What follows belongs to an exercise in optimizing a design on an open flow for small area and a short achievable clock period; a production flow would make more cautious choices. Function was checked by simulation only, so behaviour that the tests miss may differ from the original. No activity file was given, so power comes from the tool's default toggle rates.

--- design.v ---
package video_pkg;
    localparam int H_ACTIVE     = 16;                    
    localparam int H_TOTAL      = 24;                    
    localparam int H_SYNC_START = 18;                    
    localparam int H_SYNC_END   = 20;                    
    localparam int V_ACTIVE     = 8;                     
    localparam int V_TOTAL      = 12;                    
    localparam int V_SYNC_START = 9;                     
    localparam int V_SYNC_END   = 10;                    
    localparam int SYNC_DELAY   = 2;                     
    localparam int H_CNT_W      = $clog2(H_TOTAL);       
    localparam int V_CNT_W      = $clog2(V_TOTAL);       
    localparam int H_ADDR_W     = $clog2(H_ACTIVE);      
    localparam int V_ADDR_W     = $clog2(V_ACTIVE);      
    localparam int STORE_DEPTH  = H_ACTIVE * V_ACTIVE;   
    localparam int STORE_AW     = V_ADDR_W + H_ADDR_W;   
    localparam int PIX_W        = 16;                    
    localparam int LOW_WORDS    = 4;
    localparam int RING_N       = STORE_DEPTH - LOW_WORDS;
    localparam int TAPS         = RING_N / 4;
    function automatic logic [STORE_AW-1:0] ring_sub(input logic [STORE_AW-1:0] x,
                                                     input logic [STORE_AW-1:0] y);
        logic [STORE_AW:0]   d;
        logic [STORE_AW-1:0] r;
        d = {1'b0, x} - {1'b0, y};
        r = d[STORE_AW-1:0];
        if (d[STORE_AW])
        begin
            r = r + RING_N;
        end
        ring_sub = r;
    endfunction
    function automatic logic [STORE_AW-1:0] ring_add(input logic [STORE_AW-1:0] x,
                                                     input int                  k);
        ring_add = (x >= STORE_AW'(RING_N - k)) ? x - STORE_AW'(RING_N - k) : x + STORE_AW'(k);
    endfunction
    typedef struct packed {
        logic [7:0] hi;                                  
        logic [7:0] lo;                                  
    } pix_bytes_t;
    typedef struct packed {
        logic [4:0] r;                                   
        logic [5:0] g;
        logic [4:0] b;
    } pix_rgb565_t;
    typedef union packed {
        pix_bytes_t  bytes;
        pix_rgb565_t rgb565;
    } pixel_word_t;
endpackage
`timescale 1ns/1ps
module camera_byte_pack (
    input  logic                           video_clk,
    input  logic                           rst_n,
    input  logic                           cam_vsync,   
    input  logic                           cam_href,    
    input  logic [7:0]                     cam_data,
    output logic                           pix_en,      
    output logic [video_pkg::STORE_AW-1:0] pix_addr,    
    output video_pkg::pixel_word_t         pix_data     
);
    logic                           vsync_q;      
    logic                           href_q;       
    logic                           byte_phase;   
    logic                           frame_full;   
    logic [video_pkg::STORE_AW-1:0] wr_ptr;       
    logic [7:0]                     hi_byte;      
    logic                           vsync_rise;
    logic                           href_fall;
    logic                           pair_done;    
    logic                           pair_store;   
    video_pkg::pixel_word_t         rx_word;      
    assign vsync_rise = cam_vsync & ~vsync_q;
    assign href_fall  = ~cam_href & href_q;
    assign pair_done  = cam_href & byte_phase & ~vsync_rise;
    assign pair_store = pair_done & ~frame_full;   
    always_comb
    begin
        rx_word.bytes.hi = hi_byte;
        rx_word.bytes.lo = cam_data;
    end
    always_ff @(posedge video_clk or negedge rst_n)
    begin
        if (!rst_n)
        begin
            vsync_q    <= 1'b0;
            href_q     <= 1'b0;
            byte_phase <= 1'b0;
            frame_full <= 1'b0;
            wr_ptr     <= '0;
        end
        else
        begin
            vsync_q <= cam_vsync;
            href_q  <= cam_href;
            if (vsync_rise)
            begin
                byte_phase <= 1'b0;                        
                frame_full <= 1'b0;
                wr_ptr     <= '0;
            end
            else if (cam_href)
            begin
                byte_phase <= ~byte_phase;
                if (pair_store)
                begin
                    wr_ptr <= wr_ptr + 1'b1;
                    if (wr_ptr == video_pkg::STORE_AW'(video_pkg::STORE_DEPTH - 1))
                    begin
                        frame_full <= 1'b1;                
                    end
                end
            end
            else if (href_fall)
            begin
                byte_phase <= 1'b0;                        
            end
        end
    end
    always_ff @(posedge video_clk)
    begin
        if (cam_href && !byte_phase)
        begin
            hi_byte <= cam_data;
        end
    end
    assign pix_en               = pair_store;
    assign pix_addr             = wr_ptr;
    assign pix_data.rgb565.r    = rx_word.rgb565.b;
    assign pix_data.rgb565.g    = rx_word.rgb565.g;
    assign pix_data.rgb565.b    = rx_word.rgb565.r;
endmodule
`timescale 1ns/1ps
module frame_store #(
    parameter int N  = video_pkg::RING_N,
    parameter int NT = video_pkg::TAPS,
    parameter int NL = video_pkg::LOW_WORDS,
    parameter int AW = video_pkg::STORE_AW,
    parameter int W  = video_pkg::PIX_W
) (
    input  logic                           video_clk,
    input  logic                           rst_n,
    input  logic [video_pkg::STORE_AW-1:0] phase_2,    
    input  logic                           pix_en,     
    input  logic [video_pkg::STORE_AW-1:0] pix_addr,
    input  logic [video_pkg::PIX_W-1:0]    pix_data,
    input  logic [7:0]                     tap_lo,     
    input  logic [3:0]                     tap_hi,     
    input  logic [AW-1:0]                  rd_pos,     
    input  logic [3:0]                     rd_lag,     
    input  logic [NL-1:0]                  rd_low,     
    output logic [video_pkg::PIX_W-1:0]    rd_data     
);
    logic [W-1:0]  ring [N];
    logic [W-1:0]  low_word [NL];   
    logic          slot_sel;        
    logic [1:0]    landing;         
    logic [1:0]    waiting;         
    logic [1:0]    low;             
    logic [1:0]    low_a [2];       
    logic [AW-1:0] place [2];       
    logic [W-1:0]  data [2];
    logic [1:0]    aligned;         
    logic [1:0]    landing_c;       
    logic [1:0]    waiting_c;
    logic [1:0]    low_c;
    logic [AW-1:0] place_c [2];
    logic [1:0]    enter_c;         
    logic [AW-1:0] load_place;      
    always_ff @(posedge video_clk)
    begin
        load_place <= video_pkg::ring_sub(pix_addr - AW'(NL), phase_2);
    end
    always_ff @(posedge video_clk or negedge rst_n)
    begin
        if (!rst_n)
        begin
            landing <= '0;
        end
        else
        begin
            landing <= landing_c;
        end
    end
    always_comb
    begin
        for (int s = 0; s < 2; s++)
        begin
            aligned[s]   = (place[s][1:0] == 2'b01);
            landing_c[s] = pix_en & (slot_sel == 1'(s));
            waiting_c[s] = (landing[s] | waiting[s]) & ~aligned[s] & ~low[s];
            if (landing_c[s])
            begin
                place_c[s] = load_place;
                low_c[s]   = (pix_addr < AW'(NL));
            end
            else
            begin
                place_c[s] = (place[s] == '0) ? AW'(N - 1) : place[s] - 1'b1;
                low_c[s]   = low[s];
            end
            enter_c[s] = (landing_c[s] | waiting_c[s]) & (place_c[s][1:0] == 2'b01) & ~low_c[s];
        end
    end
    always_ff @(posedge video_clk)
    begin
        if (pix_en)
        begin
            slot_sel <= ~slot_sel;
        end
        waiting <= waiting_c;
        for (int s = 0; s < 2; s++)
        begin
            place[s] <= place_c[s];
            low[s]   <= low_c[s];
            if (landing_c[s])
            begin
                data[s]  <= pix_data;
                low_a[s] <= pix_addr[1:0];
            end
        end
        for (int s = 0; s < 2; s++)
        begin
            for (int a = 0; a < NL; a++)
            begin
                if (landing[s] && low[s] && (low_a[s] == 2'(a)))
                begin
                    low_word[a] <= data[s];
                end
            end
        end
    end
    logic           ins_land;       
    logic           ins_wait;       
    logic           ins_slot;
    logic [7:0]     ins_lo;         
    logic [3:0]     ins_hi;
    logic [AW-1:0]  ins_place_c;
    logic [NT-1:0]  tap_en;
    logic [W-1:0]   tap_data;
    assign ins_place_c = enter_c[1] ? place_c[1] : place_c[0];
    always_ff @(posedge video_clk or negedge rst_n)
    begin
        if (!rst_n)
        begin
            ins_land <= 1'b0;
        end
        else
        begin
            ins_land <= |(enter_c & landing_c);
        end
    end
    always_ff @(posedge video_clk)
    begin
        ins_wait <= |(enter_c & waiting_c);
        ins_slot <= enter_c[1];
        for (int i = 0; i < 8; i++)
        begin
            ins_lo[i] <= (ins_place_c[4:2] == 3'(i));
        end
        for (int i = 0; i < 4; i++)
        begin
            ins_hi[i] <= (ins_place_c[6:5] == 2'(i));
        end
    end
    assign tap_data = ins_slot ? data[1] : data[0];
    always_comb
    begin
        for (int k = 0; k < NT; k++)
        begin
            tap_en[k] = (ins_land | ins_wait) & ins_lo[k % 8] & ins_hi[k / 8];
        end
    end
    always_ff @(posedge video_clk)
    begin
        for (int p = 0; p < N; p++)
        begin
            if ((p % 4 == 0) && tap_en[p/4])
            begin
                ring[p] <= tap_data;
            end
            else
            begin
                ring[p] <= ring[(p + 1) % N];
            end
        end
    end
    logic [NT-1:0]  tap_sel;
    logic [W-1:0]   tap_word;
    logic [W-1:0]   smp [4];
    logic [3:0]     rd_lag_q;
    logic [1:0]     rd_slot;        
    logic           byp_q;
    logic [W-1:0]   byp_data_q;
    always_comb
    begin
        tap_word = '0;
        for (int k = 0; k < NT; k++)
        begin
            tap_sel[k] = tap_lo[k % 8] & tap_hi[k / 8];
            tap_word   = tap_word | (ring[4*k] & {W{tap_sel[k]}});
        end
        for (int s = 0; s < 2; s++)
        begin
            rd_slot[s] = waiting[s] && (place[s] == rd_pos);
        end
    end
    always_ff @(posedge video_clk)
    begin
        smp[0] <= tap_word;
        for (int k = 1; k < 4; k++)
        begin
            smp[k] <= smp[k-1];
        end
        rd_lag_q   <= rd_lag;
        byp_q      <= (|rd_low) | rd_slot[0] | rd_slot[1];
        if (|rd_low)
        begin
            byp_data_q <= rd_low[0] ? low_word[0] : rd_low[1] ? low_word[1] :
                          rd_low[2] ? low_word[2] : low_word[3];
        end
        else
        begin
            byp_data_q <= rd_slot[1] ? data[1] : data[0];
        end
    end
    always_comb
    begin
        rd_data = '0;
        for (int k = 0; k < 4; k++)
        begin
            rd_data = rd_data | (smp[k] & {W{rd_lag_q[k]}});
        end
        if (byp_q)
        begin
            rd_data = byp_data_q;
        end
    end
endmodule
`timescale 1ns/1ps
module raster_timing (
    input  logic                           video_clk,
    input  logic                           rst_n,
    input  logic [video_pkg::STORE_AW-1:0] phase_1,   
    input  logic [video_pkg::STORE_AW-1:0] phase_4,   
    output logic                           hs_raw,    
    output logic                           vs_raw,
    output logic                           de_raw,
    output logic [7:0]                     tap_lo,    
    output logic [3:0]                     tap_hi,    
    output logic [video_pkg::STORE_AW-1:0] rd_pos,    
    output logic [3:0]                     rd_lag,    
    output logic [video_pkg::LOW_WORDS-1:0] rd_low    
);
    logic [video_pkg::H_CNT_W-1:0]  h_nxt;    
    logic [video_pkg::V_CNT_W-1:0]  v_nxt;
    logic [video_pkg::H_CNT_W-1:0]  h_ahd;    
    logic [video_pkg::V_CNT_W-1:0]  v_ahd;
    always_ff @(posedge video_clk or negedge rst_n)
    begin
        if (!rst_n)
        begin
            h_nxt <= video_pkg::H_CNT_W'(1);
            v_nxt <= '0;
            h_ahd <= video_pkg::H_CNT_W'(4);
            v_ahd <= '0;
        end
        else
        begin
            if (h_nxt == video_pkg::H_CNT_W'(video_pkg::H_TOTAL - 1))
            begin
                h_nxt <= '0;
                v_nxt <= (v_nxt == video_pkg::V_CNT_W'(video_pkg::V_TOTAL - 1)) ? '0 : v_nxt + 1'b1;
            end
            else
            begin
                h_nxt <= h_nxt + 1'b1;
            end
            if (h_ahd == video_pkg::H_CNT_W'(video_pkg::H_TOTAL - 1))
            begin
                h_ahd <= '0;
                v_ahd <= (v_ahd == video_pkg::V_CNT_W'(video_pkg::V_TOTAL - 1)) ? '0 : v_ahd + 1'b1;
            end
            else
            begin
                h_ahd <= h_ahd + 1'b1;
            end
        end
    end
    logic hs_c, vs_c, de_c;
    assign hs_c = (h_nxt >= video_pkg::H_CNT_W'(video_pkg::H_SYNC_START)) &&
                  (h_nxt <= video_pkg::H_CNT_W'(video_pkg::H_SYNC_END));        
    assign vs_c = (v_nxt >= video_pkg::V_CNT_W'(video_pkg::V_SYNC_START)) &&
                  (v_nxt <= video_pkg::V_CNT_W'(video_pkg::V_SYNC_END));        
    assign de_c = (h_nxt < video_pkg::H_CNT_W'(video_pkg::H_ACTIVE)) &&
                  (v_nxt < video_pkg::V_CNT_W'(video_pkg::V_ACTIVE));
    always_ff @(posedge video_clk or negedge rst_n)
    begin
        if (!rst_n)
        begin
            hs_raw <= 1'b0;
            vs_raw <= 1'b0;
            de_raw <= 1'b1;
        end
        else
        begin
            hs_raw <= hs_c;
            vs_raw <= vs_c;
            de_raw <= de_c;
        end
    end
    logic                           de_ahd;
    logic [video_pkg::STORE_AW-1:0] a_nxt;    
    logic [video_pkg::STORE_AW-1:0] p_nxt;    
    logic [video_pkg::STORE_AW-1:0] p_ahd;    
    logic [video_pkg::STORE_AW-1:0] t_ahd;    
    logic [video_pkg::STORE_AW-3:0] k_ahd;    
    logic [3:0]                     lag_c;
    logic [video_pkg::LOW_WORDS-1:0] low_c;
    always_comb
    begin
        de_ahd = (h_ahd < video_pkg::H_CNT_W'(video_pkg::H_ACTIVE)) &&
                 (v_ahd < video_pkg::V_CNT_W'(video_pkg::V_ACTIVE));
        a_nxt  = {v_nxt[video_pkg::V_ADDR_W-1:0], h_nxt[video_pkg::H_ADDR_W-1:0]};
        p_nxt  = video_pkg::ring_sub(a_nxt - video_pkg::STORE_AW'(video_pkg::LOW_WORDS), phase_1);
        p_ahd  = video_pkg::ring_sub({v_ahd[video_pkg::V_ADDR_W-1:0], h_ahd[video_pkg::H_ADDR_W-1:0]}
                                     - video_pkg::STORE_AW'(video_pkg::LOW_WORDS), phase_4);
        t_ahd  = p_ahd + 2'd3;
        k_ahd  = (t_ahd[video_pkg::STORE_AW-1:2] == (video_pkg::STORE_AW-2)'(video_pkg::TAPS)) ?
                 '0 : t_ahd[video_pkg::STORE_AW-1:2];
        for (int i = 0; i < 4; i++)
        begin
            lag_c[i] = ((-p_nxt[1:0]) == 2'(i));
        end
        for (int i = 0; i < video_pkg::LOW_WORDS; i++)
        begin
            low_c[i] = (a_nxt == video_pkg::STORE_AW'(i));
        end
    end
    always_ff @(posedge video_clk)
    begin
        if (de_ahd)
        begin
            for (int i = 0; i < 8; i++)
            begin
                tap_lo[i] <= (k_ahd[2:0] == 3'(i));
            end
            for (int i = 0; i < 4; i++)
            begin
                tap_hi[i] <= (k_ahd[4:3] == 2'(i));
            end
        end
        rd_pos <= p_nxt;
        rd_lag <= lag_c;
        rd_low <= rst_n ? low_c : video_pkg::LOW_WORDS'(1);
    end
endmodule
`timescale 1ns/1ps
module video_out_stage (
    input  logic                   video_clk,
    input  logic                   rst_n,
    input  logic                   hs_raw,
    input  logic                   vs_raw,
    input  logic                   de_raw,
    input  video_pkg::pixel_word_t rd_data,   
    output logic                   vid_hs,
    output logic                   vid_vs,
    output logic                   vid_de,
    output logic [7:0]             vid_r,
    output logic [7:0]             vid_g,
    output logic [7:0]             vid_b
);
    logic [video_pkg::SYNC_DELAY-1:0][2:0] sync_pipe;
    logic                                  de_early;   
    assign de_early = sync_pipe[video_pkg::SYNC_DELAY-2][0];
    always_ff @(posedge video_clk or negedge rst_n)
    begin
        if (!rst_n)
        begin
            sync_pipe <= '0;                           
        end
        else
        begin
            sync_pipe <= {sync_pipe[video_pkg::SYNC_DELAY-2:0], {hs_raw, vs_raw, de_raw}};
        end
    end
    assign vid_hs = sync_pipe[video_pkg::SYNC_DELAY-1][2];
    assign vid_vs = sync_pipe[video_pkg::SYNC_DELAY-1][1];
    assign vid_de = sync_pipe[video_pkg::SYNC_DELAY-1][0];
    always_ff @(posedge video_clk or negedge rst_n)
    begin
        if (!rst_n)
        begin
            vid_r <= '0;
            vid_g <= '0;
            vid_b <= '0;
        end
        else if (de_early)
        begin
            vid_r <= {rd_data.rgb565.r, 3'b000};
            vid_g <= {rd_data.rgb565.g, 2'b00};
            vid_b <= {rd_data.rgb565.b, 3'b000};
        end
        else
        begin
            vid_r <= '0;                               
            vid_g <= '0;
            vid_b <= '0;
        end
    end
endmodule
`timescale 1ns/1ps
module camera_display_top (
    input  logic       video_clk,
    input  logic       rst_n,
    input  logic       cam_vsync,
    input  logic       cam_href,
    input  logic [7:0] cam_data,
    output logic       vid_hs,
    output logic       vid_vs,
    output logic       vid_de,
    output logic [7:0] vid_r,
    output logic [7:0] vid_g,
    output logic [7:0] vid_b
);
    logic                           pix_en;    
    logic [video_pkg::STORE_AW-1:0] pix_addr;
    logic [video_pkg::PIX_W-1:0]    pix_data;  
    logic [7:0]                     tap_lo;    
    logic [3:0]                     tap_hi;    
    logic [video_pkg::STORE_AW-1:0] rd_pos;    
    logic [3:0]                     rd_lag;    
    logic [3:0]                     rd_low;    
    logic [video_pkg::PIX_W-1:0]    rd_data;
    logic [video_pkg::STORE_AW-1:0] phase;     
    logic [video_pkg::STORE_AW-1:0] phase_1;   
    logic [video_pkg::STORE_AW-1:0] phase_2;   
    logic [video_pkg::STORE_AW-1:0] phase_4;
    logic                           hs_raw;
    logic                           vs_raw;
    logic                           de_raw;
    assign phase_1 = video_pkg::ring_add(phase, 1);
    assign phase_2 = video_pkg::ring_add(phase, 2);
    assign phase_4 = video_pkg::ring_add(phase, 4);
    always_ff @(posedge video_clk)
    begin
        phase <= (phase >= video_pkg::STORE_AW'(video_pkg::RING_N - 1)) ? '0 : phase + 1'b1;
    end
    camera_byte_pack u_byte_pack (
        .video_clk (video_clk),
        .rst_n     (rst_n),
        .cam_vsync (cam_vsync),
        .cam_href  (cam_href),
        .cam_data  (cam_data),
        .pix_en    (pix_en),
        .pix_addr  (pix_addr),
        .pix_data  (pix_data)
    );
    frame_store u_store (
        .video_clk (video_clk),
        .rst_n     (rst_n),
        .phase_2   (phase_2),
        .pix_en    (pix_en),
        .pix_addr  (pix_addr),
        .pix_data  (pix_data),
        .tap_lo    (tap_lo),
        .tap_hi    (tap_hi),
        .rd_pos    (rd_pos),
        .rd_lag    (rd_lag),
        .rd_low    (rd_low),
        .rd_data   (rd_data)
    );
    raster_timing u_raster (
        .video_clk (video_clk),
        .rst_n     (rst_n),
        .phase_1   (phase_1),
        .phase_4   (phase_4),
        .hs_raw    (hs_raw),
        .vs_raw    (vs_raw),
        .de_raw    (de_raw),
        .tap_lo    (tap_lo),
        .tap_hi    (tap_hi),
        .rd_pos    (rd_pos),
        .rd_lag    (rd_lag),
        .rd_low    (rd_low)
    );
    video_out_stage u_out (
        .video_clk (video_clk),
        .rst_n     (rst_n),
        .hs_raw    (hs_raw),
        .vs_raw    (vs_raw),
        .de_raw    (de_raw),
        .rd_data   (rd_data),
        .vid_hs    (vid_hs),
        .vid_vs    (vid_vs),
        .vid_de    (vid_de),
        .vid_r     (vid_r),
        .vid_g     (vid_g),
        .vid_b     (vid_b)
    );
endmodule
--- run.sh ---
#!/bin/bash
# synth_recipe.tcl (not shown) runs the flow's synth.tcl, then flattens the netlist and writes it again
# the make line also repeats each setting of config.mk as NAME=value (left out here)
make -C /OpenROAD-flow-scripts/flow DESIGN_CONFIG=/design/flow/config.mk WORK_HOME=/design/flow/orfs CLKGATE_MAP_FILE= SYNTH_SCRIPT=/design/flow/synth_recipe.tcl finish
--- config.mk ---
export PLATFORM = sky130hd
export DESIGN_NAME = camera_display_top
export DESIGN_NICKNAME = camera_display_top
export VERILOG_FILES = /design/flow/design.v
export SDC_FILE = /design/flow/constraint.sdc
export NUM_CORES = 4
export LEC_CHECK = 0
export CAP_MARGIN = 8
export CORE_MARGIN = 2
export CORE_UTILIZATION = 50
export CTS_CLUSTER_DIAMETER = 90
export CTS_CLUSTER_SIZE = 27
export PLACE_DENSITY = 0.65
export SETUP_SLACK_MARGIN = 2.85
export SLEW_MARGIN = 8
--- constraint.sdc ---
create_clock -name core_clock -period 5.0 [get_ports {video_clk}]
set_input_delay 1.0000 -clock core_clock [delete_from_list [all_inputs] [get_ports {video_clk}]]
set_output_delay 1.0000 -clock core_clock [all_outputs]
set_load 0.01 [all_outputs]
==> reports/results.txt <==
run status: finished clean
summed negative setup slack over all endpoints: 0 ps
final worst setup slack: 1724 ps
wire length of the first global-routing pass: 221.5 mm
worst-skew pair later-pin latency: 720 ps
number of nets at the end of the flow: 4986
effective utilization at floorplan: 0.5023
hold crit path type: flop to flop
number of global-route vias before repair: 34219
Max VDD drop: 0.3023 mV
antenna violations before repair: 3
number of placed instances with taps included: 6330
IO buf count: 30
global routing usage on met3: 0.02665
worst max-slew margin expressed relative to the limit: 0.2741
final hold violation count: 0
number of buffers added by the clock tree synthesis step: 96
Hold Path End: u_store.ring[85][5]
Post-synth EDFFs: 121
worst reg2reg startpoint: phase[1]
Crit Path Category: flop to flop
weighted congestion at the end of routability-driven global placement: 0.8212
final critical-path share of the clock period: 0.6552
reg-to-reg critical path endpoint: u_raster.tap_hi[0]
clock-pin slew reported for the worst setup and hold paths after clock tree synthesis: 100 ps
sequential-to-total area share from yosys stat: 0.7691
FF+latch count, synth: 2308
residual DRC count: 0
via-per-instance ratio: 5.311
total power consumption of the routed design: 28.71 mW
total standard cell area after synthesis: 62020 µm²
number of core rows: 129
iteration-0 DRC count of the detailed router: 3454
Post-Layout Cell Count: 6573
cell types occupying the most area after synthesis: dfxtp_1 (69%), edfxtp_1 (5.9%), o21ai_0 (4.5%), nand2_1 (3.8%), dfrtp_1 (2.2%)
fraction of final layout cells sized beyond drive strength 1: 0.1221
count of unique library cells instantiated by Yosys: 76
most heavily used metal layer in global routing: met2
maximum level of the CTS H-tree: 3
Chip Height: 356.2 µm
residual antenna-violating net count after detailed routing: 0
Slowest-stage cell, CP: dfxtp_4
Synthesis Warnings: 12
overflow left after global routing: 0
met1 routing resource usage after global routing: 0.3389
register-to-register path setup slack: 1720 ps
detailed-placement wirelength estimate: 84.86 mm
GRT Resource Usage Total: 0.2344
Final setup viols: 0
maximum number of pins on one net before global-route repair: 60
fraction of post-synthesis cell area in the top cell type by area: 0.6875
cell accounting for the most synthesized area: dfxtp_1
Clock Skew: 37.06 ps
signed area change from the synthesized netlist to the final layout: 11.33%
setup repair after global routing missed its margin: true
area of the multi-input gates: 14190 µm²
Routed Wire Length: 151.1 mm
HP Start: u_store.ring[86][5]
data arrival time of the critical path: 3750 ps
clock tree from TritonCTS: built
cells traversed along the worst timing path: inv_6, ha_4, nand3_2, o21a_4, mux2_4, ha_4, a21o_1, a21oi_4, nand2_2, and3_4, o31a_1, nor3_4, mux2_4
number of cells on the worst reg-to-reg path: 13
Crit path required time: 5470 ps
worst stage delay on the critical path: 380 ps
worst setup slack after placement: 1004 ps
Max Clock Freq: 305.2 MHz
synthesized netlist cell count: 4844
combined buffer and inverter count along the critical path: 1
crit path capture type: flop
met2 capacity usage during global routing: 0.3776
hold-fix buffers at CTS: 0
worst-path maximum fanout: 6
master cell of the clock root buffer: clkbuf_16
actual transition at the worst max-transition pin: 1087 ps
flip-flop and latch area: 47730 µm²
die area: 126900 µm²
number of slew-limit violations in the final report: 0
fraction of synthesis flops using an asynchronous set or reset pin: 0.02470
Max Root-Sink Buffers: 3
dominant synthesized flop cell: dfxtp_1
hold path cells: 0
Util after Layout: 0.5592
routed len/inst: 22.99 µm
leakage power total: 26.23 nW
I/O pins: 39
number of vias after detailed routing: 34910
power density over cell area: 415.8 nW/µm²
final critical path time including I/O delays and setup: 3276 ps
clock sink count: 2308
average footprint of a synthesized cell: 12.80 µm²
router iterations before antenna repair: 8
Critical Path Start Type: flop
Max-Cap Viols: 0
die span in x: 356.2 µm
standard cell core area: 123500 µm²
category of cells accounting for the largest share of critical-path delay: compound AO/OA/AOI/OAI gates
Layout fillers: 10066
## per-stage QoR
step	hold slack, ps	cell area, µm²
floorplan	309.6	62320
global route	325.0	69040
detailed placement	312.1	64430
global placement	309.8	64430
finish	313.2	69050
CTS	320.7	68430
## cells in the mapped netlist (25+ instances only)
master and instances:
mux2_2 70, inv_1 73, edfxtp_1 121, nand3_1 51
nand2_1 626, dfxtp_1 2130, ha_1 58, a22oi_1 144
dfrtp_1 54, a22o_1 65, buf_1 41, o21ai_0 556
a32oi_1 25, nor2_1 113, mux2i_1 38, a21oi_1 86
a222oi_1 51, clkbuf_1 213, xnor2_1 58
## placed cells by master, fill, tap and decap left out, types with 64 or more instances in the layout
cell type | synthesis | layout
edfxtp_1 | 121 | 121
buf_4 | 8 | 155
a22oi_1 | 144 | 142
nor2_1 | 113 | 105
nand2_1 | 626 | 597
mux2_2 | 70 | 65
inv_1 | 73 | 64
o21ai_0 | 556 | 540
dfxtp_1 | 2130 | 2120
a22o_1 | 65 | 65
clkbuf_16 | 0 | 98
a21oi_1 | 86 | 73
## registers in the layout (all words and copies together) (netlist names), 8 cells and up
register             flops
u_store.ring          1984
u_store.low_word        64
u_store.smp             64
u_store.data            32
u_store.byp_data_q      16
u_store.place           14
u_byte_pack.hi_byte      8
u_raster.tap_lo          8
u_store.ins_lo           8
## cell families (layout without fill, tap and decap cells)
group,Yosys count,in the layout,synth area share
AOI/OAI and AO/OA,1022,1022,0.1029
buffers and inverters,340,420,0.02124
muxes,111,112,0.01981
and+or+nand+nor,918,918,0.06221
adders and majority gates,61,61,0.01267
DFF,2308,2308,0.7691
other,1,12,0.00006046
xor gates and xnor gates,83,83,0.01196
## power breakdown
group	switching, mW	internal (mW)	total, mW
Clock	5.39	3.63	9.02
Sequential	0.218	18.7	18.9
Combinational	0.431	0.334	0.765
Total	6.04	22.7	28.7
## what timing repair did
item | CTS | global route
setup endpoints to repair | 480 | 128
gates resized for setup | 236 | 77
buffers inserted | 92 | 25
gates cloned | 4 | 1
pin swaps | 53 | 48
## worst max-delay path by stage
stage | startpoint | endpoint | slack (ps) | depth (start not counted)
floorplan | phase[2] | u_raster.tap_hi[0] | 1720 | 15
global placement | cam_href | u_store.ins_hi[3] | 1060 | 8
detailed placement | cam_href | u_store.ins_hi[3] | 1000 | 8
CTS | phase[1] | u_raster.tap_hi[0] | 1730 | 13
global route | phase[1] | u_raster.tap_hi[2] | 1610 | 13
finish | phase[1] | u_raster.tap_hi[0] | 1720 | 13
## worst reg2reg max path, stage by stage, from the launching register on
cell,delay [ps]
dfxtp_4,380
inv_6,60
ha_4,120
nand3_2,70
o21a_4,250
mux2_4,320
ha_4,240
a21o_1,190
a21oi_4,170
nand2_2,100
and3_4,190
o31a_1,310
nor3_4,340
mux2_4,340
## routing by layer
metal	vias up	wire length, µm
met5	-	11
met4	2	3609
met3	186	7995
met2	899	69500
met1	17378	70010
li1	16445	-
## cell type report
cell class / count / area share
Antenna cell: 4 / 0.0001450
Clock buffer: 108 / 0.03575
Clock inverter: 9 / 0.002283
Inverter: 74 / 0.004621
Multi-Input combinational cell: 2204 / 0.2055
Sequential cell: 2308 / 0.6913
Tap cell: 1637 / 0.02966
Timing Repair Buffer: 227 / 0.03055
Timing Repair inverter: 2 / 0.0001993

==> afterwards: timing with drivers on the ports <==
In the flow no input, the clock included, has a driving cell. The finished layout below was timed again as built, in two steps. Step 1, drivers: a clkbuf_16 drives video_clk and a buf_2 each remaining input, both assumed. Step 2 also shifts input and output timing later by t, the mid clock arrival at the registers, as if the neighbouring blocks saw the same clock. a / b / c = no drivers / after step 1 / after step 2; a / b = the first two.
t, ns: 0.774
slack for setup (ns): 1.724 / 1.724 / 1.724
slew at the worst register clock pin (ns): 0.11 / 0.11
pins driven straight from the clock port: 1
After both steps this run still meets setup and hold. For this run, drivers alone change the setup slack by 0.000 ns; drivers and shift together by 0.000 ns.
